Background: an optimization exercise with open tools, aiming at small area, a short achievable clock period and few clock cycles per item. Do not read the settings as production practice.
In this exercise RTL edits were held to simulation tests only and were not proved equivalent to the original.

## flow/config.mk

```make
export PLATFORM = sky130hd
export DESIGN_NAME = rms_top
export DESIGN_NICKNAME = rms_top
export VERILOG_FILES = /design/flow/design.v
export SDC_FILE = /design/flow/constraint.sdc
export NUM_CORES = 4
export LEC_CHECK = 0
export CAP_MARGIN = 20
export CORE_MARGIN = 2
export CORE_UTILIZATION = 40
export SLEW_MARGIN = 20
```

## flow/constraint.sdc

```tcl
create_clock -name core_clock -period 10.0 [get_ports {CLOCK_50}]
set_input_delay 2.0000 -clock core_clock [delete_from_list [all_inputs] [get_ports {CLOCK_50}]]
set_output_delay 2.0000 -clock core_clock [all_outputs]
set_load 0.01 [all_outputs]
```

## flow/design.v

```verilog
`default_nettype none
package rms_pkg;
	localparam int WORD_W = 32;
	localparam int SAMPLE_W = 16;
	localparam int SUM_W = 40;
	localparam int MEAN_W = 32;
	localparam int ROOT_W = 16;
	localparam int WINDOW_LEN = 8;
	localparam int COUNT_W = 4;
	localparam int DIV_ITER_W = $clog2(SUM_W + 1);
	localparam int SQRT_ITER_W = $clog2(ROOT_W + 1);
	localparam int SQRT_REM_W = ROOT_W + 3;
	typedef enum logic [1:0]
	{
		RD_IDLE,
		RD_READ,
		RD_CAPTURE,
		RD_WAIT_PROC
	} reader_state_t;
	typedef enum logic [2:0]
	{
		PROC_IDLE,
		PROC_ACCUM,
		PROC_DIVIDE,
		PROC_ROOT,
		PROC_EMIT
	} proc_state_t;
	typedef enum logic [1:0]
	{
		WR_IDLE,
		WR_WAIT_SPACE,
		WR_WRITE
	} writer_state_t;
	function automatic logic [6:0] seg_of_nibble(input logic [3:0] nibble);
		logic [6:0] seg;
		case (nibble)
			4'h0: seg = 7'h40;
			4'h1: seg = 7'h79;
			4'h2: seg = 7'h24;
			4'h3: seg = 7'h30;
			4'h4: seg = 7'h19;
			4'h5: seg = 7'h12;
			4'h6: seg = 7'h02;
			4'h7: seg = 7'h78;
			4'h8: seg = 7'h00;
			4'h9: seg = 7'h10;
			4'ha: seg = 7'h08;
			4'hb: seg = 7'h03;
			4'hc: seg = 7'h46;
			4'hd: seg = 7'h21;
			4'he: seg = 7'h06;
			default: seg = 7'h0e;
		endcase
		seg_of_nibble = seg;
	endfunction
endpackage
`default_nettype wire
`default_nettype none
module fifo_sample_reader
(
	input  logic                CLOCK_50,
	input  logic                rst_n,
	input  logic                src_empty,
	input  logic [rms_pkg::WORD_W-1:0]   src_readdata,
	input  logic                busy,
	output logic                src_read,
	output logic                sample_strobe,
	output logic [rms_pkg::SAMPLE_W-1:0] sample
);
	rms_pkg::reader_state_t state_q;
	always_ff @(posedge CLOCK_50 or negedge rst_n)
	begin
		if (!rst_n)
		begin
			state_q <= rms_pkg::RD_IDLE;
			src_read <= 1'b0;
			sample_strobe <= 1'b0;
		end
		else
		begin
			src_read <= 1'b0;
			sample_strobe <= 1'b0;
			case (state_q)
				rms_pkg::RD_IDLE:
				begin
					if (!src_empty && !busy)
					begin
						src_read <= 1'b1;
						state_q <= rms_pkg::RD_READ;
					end
				end
				rms_pkg::RD_READ:
				begin
					state_q <= rms_pkg::RD_CAPTURE;
				end
				rms_pkg::RD_CAPTURE:
				begin
					sample_strobe <= 1'b1;
					state_q <= rms_pkg::RD_WAIT_PROC;
				end
				default:
				begin
					if (!sample_strobe && !busy)
						state_q <= rms_pkg::RD_IDLE;
				end
			endcase
		end
	end
	always_ff @(posedge CLOCK_50)
	begin
		if (state_q == rms_pkg::RD_CAPTURE)
			sample <= src_readdata[rms_pkg::SAMPLE_W-1:0];
	end
endmodule
`default_nettype wire
`default_nettype none
module rms_accumulator
(
	input  logic                CLOCK_50,
	input  logic                rst_n,
	input  logic                sample_strobe,
	input  logic [rms_pkg::SAMPLE_W-1:0] sample,
	input  logic                div_done,
	input  logic [rms_pkg::MEAN_W-1:0]   quotient,
	input  logic                sqrt_done,
	input  logic [rms_pkg::ROOT_W-1:0]   root,
	input  logic                writer_busy,
	output logic                busy,
	output logic                div_start,
	output logic [rms_pkg::SUM_W-1:0]    sum,
	output logic [rms_pkg::COUNT_W-1:0]  count,
	output logic                sqrt_start,
	output logic [rms_pkg::MEAN_W-1:0]   mean_out,
	output logic                result_strobe,
	output logic [rms_pkg::ROOT_W-1:0]   result_root,
	output logic [rms_pkg::COUNT_W-1:0]  window_pos
);
	rms_pkg::proc_state_t state_q;
	logic [2*rms_pkg::SAMPLE_W-1:0] square;
	logic emit_now;
	always_comb
	begin
		square = sample * sample;
		emit_now = (state_q == rms_pkg::PROC_EMIT) && !writer_busy;
	end
	always_ff @(posedge CLOCK_50 or negedge rst_n)
	begin
		if (!rst_n)
		begin
			state_q <= rms_pkg::PROC_IDLE;
			busy <= 1'b0;
			div_start <= 1'b0;
			sqrt_start <= 1'b0;
			result_strobe <= 1'b0;
			sum <= '0;
			count <= '0;
		end
		else
		begin
			div_start <= 1'b0;
			sqrt_start <= 1'b0;
			result_strobe <= 1'b0;
			case (state_q)
				rms_pkg::PROC_IDLE:
				begin
					if (sample_strobe)
					begin
						busy <= 1'b1;
						state_q <= rms_pkg::PROC_ACCUM;
					end
				end
				rms_pkg::PROC_ACCUM:
				begin
					sum <= sum + rms_pkg::SUM_W'(square);
					count <= count + 1'b1;
					div_start <= 1'b1;
					state_q <= rms_pkg::PROC_DIVIDE;
				end
				rms_pkg::PROC_DIVIDE:
				begin
					if (div_done)
					begin
						sqrt_start <= 1'b1;
						state_q <= rms_pkg::PROC_ROOT;
					end
				end
				rms_pkg::PROC_ROOT:
				begin
					if (sqrt_done)
						state_q <= rms_pkg::PROC_EMIT;
				end
				default:
				begin
					if (emit_now)
					begin
						result_strobe <= 1'b1;
						busy <= 1'b0;
						state_q <= rms_pkg::PROC_IDLE;
						if (count == rms_pkg::COUNT_W'(rms_pkg::WINDOW_LEN))
						begin
							sum <= '0;
							count <= '0;
						end
					end
				end
			endcase
		end
	end
	always_ff @(posedge CLOCK_50)
	begin
		if (div_done && state_q == rms_pkg::PROC_DIVIDE)
			mean_out <= quotient;
		if (sqrt_done && state_q == rms_pkg::PROC_ROOT)
			result_root <= root;
		if (emit_now)
			window_pos <= count;
	end
endmodule
`default_nettype wire
`default_nettype none
module int_divider
(
	input  logic               CLOCK_50,
	input  logic               rst_n,
	input  logic               div_start,
	input  logic [rms_pkg::SUM_W-1:0]   dividend,
	input  logic [rms_pkg::COUNT_W-1:0] divisor,
	output logic               div_done,
	output logic [rms_pkg::MEAN_W-1:0]  quotient
);
	logic active_q;
	logic [rms_pkg::DIV_ITER_W-1:0] iter_q;
	logic [rms_pkg::SUM_W-1:0] dvd_q;
	logic [rms_pkg::COUNT_W-1:0] rem_q;
	logic [rms_pkg::COUNT_W-1:0] dsr_q;
	logic [rms_pkg::COUNT_W:0] rem_shift;
	logic [rms_pkg::COUNT_W:0] rem_diff;
	logic q_bit;
	logic [rms_pkg::COUNT_W-1:0] rem_next;
	logic [rms_pkg::SUM_W-1:0] dvd_next;
	logic last_iter;
	always_comb
	begin
		rem_shift = {rem_q, dvd_q[rms_pkg::SUM_W-1]};
		rem_diff = rem_shift - {1'b0, dsr_q};
		q_bit = ~rem_diff[rms_pkg::COUNT_W];
		rem_next = q_bit ? rem_diff[rms_pkg::COUNT_W-1:0] : rem_shift[rms_pkg::COUNT_W-1:0];
		dvd_next = {dvd_q[rms_pkg::SUM_W-2:0], q_bit};
		last_iter = active_q && (iter_q == rms_pkg::DIV_ITER_W'(1));
	end
	always_ff @(posedge CLOCK_50 or negedge rst_n)
	begin
		if (!rst_n)
		begin
			active_q <= 1'b0;
			iter_q <= '0;
			div_done <= 1'b0;
		end
		else
		begin
			div_done <= last_iter;
			if (div_start)
			begin
				active_q <= 1'b1;
				iter_q <= rms_pkg::DIV_ITER_W'(rms_pkg::SUM_W);
			end
			else if (active_q)
			begin
				iter_q <= iter_q - 1'b1;
				if (last_iter)
					active_q <= 1'b0;
			end
		end
	end
	always_ff @(posedge CLOCK_50)
	begin
		if (div_start)
		begin
			dvd_q <= dividend;
			rem_q <= '0;
			dsr_q <= divisor;
		end
		else if (active_q)
		begin
			dvd_q <= dvd_next;
			rem_q <= rem_next;
		end
		if (last_iter)
			quotient <= dvd_next[rms_pkg::MEAN_W-1:0];
	end
endmodule
`default_nettype wire
`default_nettype none
module int_sqrt
(
	input  logic              CLOCK_50,
	input  logic              rst_n,
	input  logic              sqrt_start,
	input  logic [rms_pkg::MEAN_W-1:0] radicand,
	output logic              sqrt_done,
	output logic [rms_pkg::ROOT_W-1:0] root
);
	logic active_q;
	logic [rms_pkg::SQRT_ITER_W-1:0] iter_q;
	logic [rms_pkg::MEAN_W-1:0] rad_q;
	logic [rms_pkg::SQRT_REM_W-1:0] rem_q;
	logic [rms_pkg::ROOT_W-1:0] root_q;
	logic [rms_pkg::SQRT_REM_W-1:0] rem_shift;
	logic [rms_pkg::SQRT_REM_W-1:0] rem_next;
	logic [rms_pkg::ROOT_W-1:0] root_next;
	logic last_iter;
	always_comb
	begin
		rem_shift = {rem_q[rms_pkg::SQRT_REM_W-3:0], rad_q[rms_pkg::MEAN_W-1:rms_pkg::MEAN_W-2]};
		if (rem_q[rms_pkg::SQRT_REM_W-1])
			rem_next = rem_shift + {1'b0, root_q, 2'b11};
		else
			rem_next = rem_shift - {1'b0, root_q, 2'b01};
		root_next = {root_q[rms_pkg::ROOT_W-2:0], ~rem_next[rms_pkg::SQRT_REM_W-1]};
		last_iter = active_q && (iter_q == rms_pkg::SQRT_ITER_W'(1));
	end
	always_ff @(posedge CLOCK_50 or negedge rst_n)
	begin
		if (!rst_n)
		begin
			active_q <= 1'b0;
			iter_q <= '0;
			sqrt_done <= 1'b0;
		end
		else
		begin
			sqrt_done <= last_iter;
			if (sqrt_start)
			begin
				active_q <= 1'b1;
				iter_q <= rms_pkg::SQRT_ITER_W'(rms_pkg::ROOT_W);
			end
			else if (active_q)
			begin
				iter_q <= iter_q - 1'b1;
				if (last_iter)
					active_q <= 1'b0;
			end
		end
	end
	always_ff @(posedge CLOCK_50)
	begin
		if (sqrt_start)
		begin
			rad_q <= radicand;
			rem_q <= '0;
			root_q <= '0;
		end
		else if (active_q)
		begin
			rad_q <= {rad_q[rms_pkg::MEAN_W-3:0], 2'b00};
			rem_q <= rem_next;
			root_q <= root_next;
		end
		if (last_iter)
			root <= root_next;
	end
endmodule
`default_nettype wire
`default_nettype none
module fifo_result_writer
(
	input  logic              CLOCK_50,
	input  logic              rst_n,
	input  logic              result_strobe,
	input  logic [rms_pkg::ROOT_W-1:0] result_root,
	input  logic              snk_full,
	output logic              writer_busy,
	output logic              snk_write,
	output logic [rms_pkg::WORD_W-1:0] snk_writedata
);
	rms_pkg::writer_state_t state_q;
	always_comb
	begin
		snk_write = (state_q == rms_pkg::WR_WAIT_SPACE) && !snk_full;
		writer_busy = (state_q != rms_pkg::WR_IDLE);
	end
	always_ff @(posedge CLOCK_50 or negedge rst_n)
	begin
		if (!rst_n)
			state_q <= rms_pkg::WR_IDLE;
		else
		begin
			case (state_q)
				rms_pkg::WR_IDLE:
				begin
					if (result_strobe)
						state_q <= rms_pkg::WR_WAIT_SPACE;
				end
				rms_pkg::WR_WAIT_SPACE:
				begin
					if (!snk_full)
						state_q <= rms_pkg::WR_WRITE;
				end
				default:
				begin
					state_q <= rms_pkg::WR_IDLE;
				end
			endcase
		end
	end
	always_ff @(posedge CLOCK_50)
	begin
		if (result_strobe && state_q == rms_pkg::WR_IDLE)
			snk_writedata <= rms_pkg::WORD_W'(result_root);
	end
endmodule
`default_nettype wire
`default_nettype none
module hex_display
(
	input  logic               CLOCK_50,
	input  logic               rst_n,
	input  logic               result_strobe,
	input  logic [rms_pkg::ROOT_W-1:0]  result_root,
	input  logic [rms_pkg::COUNT_W-1:0] window_pos,
	output logic [6:0]         hex0,
	output logic [6:0]         hex1,
	output logic [6:0]         hex2,
	output logic [6:0]         hex3,
	output logic [6:0]         hex4,
	output logic [6:0]         hex5
);
	logic [rms_pkg::ROOT_W-1:0] root_q;
	logic [rms_pkg::COUNT_W-1:0] pos_q;
	always_ff @(posedge CLOCK_50 or negedge rst_n)
	begin
		if (!rst_n)
		begin
			root_q <= '0;
			pos_q <= '0;
		end
		else if (result_strobe)
		begin
			root_q <= result_root;
			pos_q <= window_pos;
		end
	end
	always_comb
	begin
		hex0 = rms_pkg::seg_of_nibble(root_q[3:0]);
		hex1 = rms_pkg::seg_of_nibble(root_q[7:4]);
		hex2 = rms_pkg::seg_of_nibble(root_q[11:8]);
		hex3 = rms_pkg::seg_of_nibble(root_q[15:12]);
		hex4 = rms_pkg::seg_of_nibble(pos_q);
		hex5 = rms_pkg::seg_of_nibble(4'h0);
	end
endmodule
`default_nettype wire
`default_nettype none
module rms_top
(
	input  logic              CLOCK_50,
	input  logic              rst_n,
	input  logic              src_empty,
	input  logic [rms_pkg::WORD_W-1:0] src_readdata,
	input  logic              snk_full,
	output logic              src_read,
	output logic              snk_write,
	output logic [rms_pkg::WORD_W-1:0] snk_writedata,
	output logic [6:0]        hex0,
	output logic [6:0]        hex1,
	output logic [6:0]        hex2,
	output logic [6:0]        hex3,
	output logic [6:0]        hex4,
	output logic [6:0]        hex5
);
	logic sample_strobe;
	logic [rms_pkg::SAMPLE_W-1:0] sample;
	logic busy;
	logic div_start;
	logic div_done;
	logic [rms_pkg::SUM_W-1:0] sum;
	logic [rms_pkg::COUNT_W-1:0] count;
	logic [rms_pkg::MEAN_W-1:0] quotient;
	logic sqrt_start;
	logic sqrt_done;
	logic [rms_pkg::MEAN_W-1:0] mean_out;
	logic [rms_pkg::ROOT_W-1:0] root;
	logic result_strobe;
	logic [rms_pkg::ROOT_W-1:0] result_root;
	logic [rms_pkg::COUNT_W-1:0] window_pos;
	logic writer_busy;
	fifo_sample_reader u_reader (
		.CLOCK_50      (CLOCK_50),
		.rst_n         (rst_n),
		.src_empty     (src_empty),
		.src_readdata  (src_readdata),
		.busy          (busy),
		.src_read      (src_read),
		.sample_strobe (sample_strobe),
		.sample        (sample)
	);
	rms_accumulator u_accum (
		.CLOCK_50      (CLOCK_50),
		.rst_n         (rst_n),
		.sample_strobe (sample_strobe),
		.sample        (sample),
		.div_done      (div_done),
		.quotient      (quotient),
		.sqrt_done     (sqrt_done),
		.root          (root),
		.writer_busy   (writer_busy),
		.busy          (busy),
		.div_start     (div_start),
		.sum           (sum),
		.count         (count),
		.sqrt_start    (sqrt_start),
		.mean_out      (mean_out),
		.result_strobe (result_strobe),
		.result_root   (result_root),
		.window_pos    (window_pos)
	);
	int_divider u_div (
		.CLOCK_50  (CLOCK_50),
		.rst_n     (rst_n),
		.div_start (div_start),
		.dividend  (sum),
		.divisor   (count),
		.div_done  (div_done),
		.quotient  (quotient)
	);
	int_sqrt u_sqrt (
		.CLOCK_50   (CLOCK_50),
		.rst_n      (rst_n),
		.sqrt_start (sqrt_start),
		.radicand   (mean_out),
		.sqrt_done  (sqrt_done),
		.root       (root)
	);
	fifo_result_writer u_writer (
		.CLOCK_50      (CLOCK_50),
		.rst_n         (rst_n),
		.result_strobe (result_strobe),
		.result_root   (result_root),
		.snk_full      (snk_full),
		.writer_busy   (writer_busy),
		.snk_write     (snk_write),
		.snk_writedata (snk_writedata)
	);
	hex_display u_hex (
		.CLOCK_50      (CLOCK_50),
		.rst_n         (rst_n),
		.result_strobe (result_strobe),
		.result_root   (result_root),
		.window_pos    (window_pos),
		.hex0          (hex0),
		.hex1          (hex1),
		.hex2          (hex2),
		.hex3          (hex3),
		.hex4          (hex4),
		.hex5          (hex5)
	);
endmodule
`default_nettype wire
```

## flow/run.sh

```bash
#!/bin/bash
# synth_recipe.tcl (not shown) runs the flow's synth.tcl, then flattens the netlist and writes it again
# the make line also repeats each setting of config.mk as NAME=value (left out here)
make -C /OpenROAD-flow-scripts/flow DESIGN_CONFIG=/design/flow/config.mk WORK_HOME=/design/flow/orfs CLKGATE_MAP_FILE= SYNTH_SCRIPT=/design/flow/synth_recipe.tcl finish
```

==> results.txt <==
## final timing paths
path | startpoint | to | depth (start not counted)
max in group asynchronous | rst_n | u_accum.sum[37]$_DFFE_PN0P_ | 2
setup / recovery | u_reader.sample[4]$_DFFE_PP_ | u_accum.sum[38]$_DFFE_PN0P_ | 22
setup reg to reg | u_reader.sample[4]$_DFFE_PP_ | u_accum.sum[38]$_DFFE_PN0P_ | 22
hold / removal | u_div.quotient[26]$_DFFE_PP_ | u_accum.mean_out[26]$_DFFE_PP_ | 0
hold reg to reg | u_div.quotient[26]$_DFFE_PP_ | u_accum.mean_out[26]$_DFFE_PP_ | 0
min in group asynchronous | rst_n | u_hex.root_q[4]$_DFFE_PN0P_ | 1
## layer usage
metal  track usage (%)  vias up  part of all wire (%)
li1                  -     6971                     -
met1              20.2     6986                    46
met2              25.1      279                    47
met3              2.58       80                   4.5
met4              4.84        0                   2.6
met5                 0        -                     0
## through the flow
| step | area [um2] | setup slack, ns | hold slack [ns] | utilization, % |
|---|---|---|---|---|
| floorplan | 23200 | 3.98 | 0.400 | - |
| finish | 25700 | 2.95 | 0.417 | 44.9 |
| CTS | 25700 | 2.98 | 0.418 | 44.9 |
| detailed placement | 24500 | 3.00 | 0.405 | 42.8 |
| global route | 25700 | 2.63 | 0.415 | 44.9 |
| global placement | 24500 | 3.07 | 0.401 | 42.8 |
## layout make-up
type                            instances  area, um2  area share (%)
Multi-Input combinational cell       1300      12000            46.5
Clock buffer                           51       1030            4.00
Tap cell                              765        957            3.72
Clock inverter                         19        175           0.680
Timing Repair Buffer                   85        816            3.17
Inverter                              397       1490            5.79
Sequential cell                       338       9310            36.2
## registers in the layout (all words and copies together), names as in the netlist, 2 cells and up
name and flops:
u_sqrt.root_q 16, u_accum.count 4, u_accum.sum 40, u_accum.window_pos 4
u_div.iter_q 6, u_accum.state_q 3, u_div.quotient 32, u_sqrt.rem_q 18
u_writer.state_q 2, u_div.rem_q 4, u_accum.result_root 16, u_div.dvd_q 40
u_hex.root_q 16, u_sqrt.root 16, u_sqrt.iter_q 5, u_reader.state_q 2
u_hex.pos_q 4, u_accum.mean_out 32, u_sqrt.rad_q 32, u_div.dsr_q 4
u_writer.snk_writedata 16, u_reader.sample 16
## cell families after synthesis
logic type                 Yosys count  synth area share [%]
AOI/OAI and AO/OA                  270                  7.36
other                                2                0.0325
and+or+nand+nor                    433                  8.72
muxes                              134                  6.42
DFF                                338                  40.3
xor gates and xnor gates            79                  2.99
buffers and inverters              493                  8.39
adders and majority gates          361                  25.8
## critical path, cell delays in order (launching register included)
cell	delay, ns
edfxtp_1	0.84
inv_1	0.24
nor2_1	0.24
inv_1	0.10
fa_1	0.55
inv_1	0.06
fa_1	0.52
inv_1	0.05
fa_1	0.51
inv_1	0.05
fa_1	0.47
fa_1	0.56
inv_1	0.06
fa_1	0.52
inv_1	0.04
ha_1	0.36
nand2_1	0.09
or3_1	0.39
o21ai_2	0.30
a31oi_1	0.21
o21ai_0	0.42
nand4_1	0.18
mux2i_1	0.15
## Yosys cell counts, types with 4 or more instances
| library cell | count |
|---|---|
| a31oi_1 | 6 |
| ha_1 | 168 |
| fa_1 | 193 |
| buf_1 | 5 |
| nand2_1 | 169 |
| or3_1 | 7 |
| a22o_1 | 7 |
| nor2b_1 | 12 |
| nor3b_1 | 8 |
| inv_1 | 395 |
| o22ai_1 | 4 |
| dfxtp_1 | 38 |
| nand2b_1 | 10 |
| a21oi_1 | 60 |
| xor2_1 | 21 |
| a211oi_1 | 14 |
| xnor2_1 | 58 |
| o21bai_1 | 13 |
| o21a_1 | 5 |
| clkbuf_1 | 66 |
| o21ai_0 | 95 |
| nor2_1 | 108 |
| nor3_1 | 10 |
| o211ai_1 | 6 |
| nand3_1 | 28 |
| edfxtp_1 | 208 |
| mux2i_1 | 46 |
| and2_1 | 43 |
| dfrtp_1 | 92 |
| buf_4 | 23 |
| and3_1 | 9 |
| nand4_1 | 12 |
| mux2_2 | 85 |
| a21o_1 | 25 |
| o31ai_1 | 4 |
==> impl_results.md <==
- # port buffers: 72
- Fin cells: 2955
- Maximum fanout along the worst path: 18
- Most frequent cells in the layout: inv_1, edfxtp_1, fa_1, nand2_1, ha_1
- DR WL/cell: approximately 15 um
- Postcts setup bufs: 0
- Initial Util: slightly above 40%
- CTS buffer count: 38
- Final hold violations: 0
- RSZ-0062 raised after global routing: no
- Initial antenna violation count: 1
- Tcrit/Tclk final: between 70% and 80%
- Grt ovf: 0
- Ys flop type: edfxtp_1
- Post-synth top area cell: edfxtp_1
- Critical path startpoint category: flop
- TNS Setup: 0 ns
- Root buf cell: clkbuf_16
- First-pass GRT wire length: around 74000 um
- Post-DP HPWL: 33000 um
- Synth area leaders: edfxtp_1, fa_1, dfrtp_1
- Die Span Y: 244 um
- Seq/Total Area, Yosys: 40.3%
- CP Data Required Time: roughly 10 ns
- Setup violators final: 0
- Min-Delay Path Class: flop to flop
- Outcome: complete, no violations
- Vias per cell: about 4.8
- Drt total wl: 43500 um
- Max clock buf depth: 3
- Largest net degree at the start of global routing: between 60 and 70
- Number of max-cap violations: 0
- Post-synth ARST share: between 20% and 30%
- R2R setup slack: 2.95 ns
- Setup Skew: roughly 0.0084 ns
- CTS tree: built
- Achievable frequency: around 140 MHz
- Residual DRC: 0
- Placeable core region: 57400 um2
- Vias in the first global route: roughly 15000
- Most common cell after layout, fill and taps aside: inv_1
- First DRT Iteration DRCs: between 700 and 800
- Synth warn: 6
- Placed Cells: roughly 2900
- Layout Area Growth over Synthesis: 11.4%
- Row cnt: 88
- Final net count: approximately 2600
- Reg clk slew, reported paths: approximately 0.06 ns
- Sink Count: roughly 340
- Share of cells above drive strength 1: under 10%
- Post-synthesis register bit count: roughly 340
- Post-synth EDFFs: ~210
- Routed Antenna Nets: 0
- Headroom to the max-slew limit: roughly 33%
- Fillers: approximately 5300
- GP Congestion: a little under 0.9
- Ports: between 100 and 150
- Die area: 59700 um2
- Clock Latency Late Sink: 0.55 ns
- Synth cell types: 75
- Die width: between 200 and 250 um
- Post-Syn Instances: 2110
- CTS H-tree depth: 2
- Cts hold-fix bufs: 0
- Post-synth top area share: approximately 27%
- CP arrival: 7.47 ns
- Worst-margin pin slew: around 1.0 ns
- Avg Cell Area, Syn: between 10 and 15 um2
- Crit Path Class: flop to flop
- Min Tclk post-route: between 7 and 8 ns
- Via count: ~14000
- DR pass1 iterations: 5
- Diodes inserted: 0
- Total GRT Usage: between 10% and 20%
- Synth Cell Area: about 23000 um2
- Post-CTS sizing: 0
- Critical path capture point type: flop
- Slew Limit Fails: 0
Testbench counts, summed over its fixed seeds: cycles 274,440, items 4,096.

## re-timing with driven ports
In the flow no input, the clock included, has a driving cell. The finished layout below was timed again as built, in two steps. Step 1, drivers: a clkbuf_16 drives CLOCK_50 and a buf_2 each remaining input, both assumed. Step 2 also shifts input and output timing later by t, the mid clock arrival at the registers, as if the neighbouring blocks saw the same clock. a / b / c = ideal ports / drivers / drivers and shift; a / b = the first two.
t (ns): 0.599
setup slack, ns: 2.955 / 2.955 / 2.955
clock arrival spread, ns: 0.010 / 0.010
worst register clock-pin slew, ns: 0.06 / 0.06
After both steps setup and hold are still met in this run. The setup slack of this run moves by 0.000 ns with the drivers and by 0.000 ns with both steps.
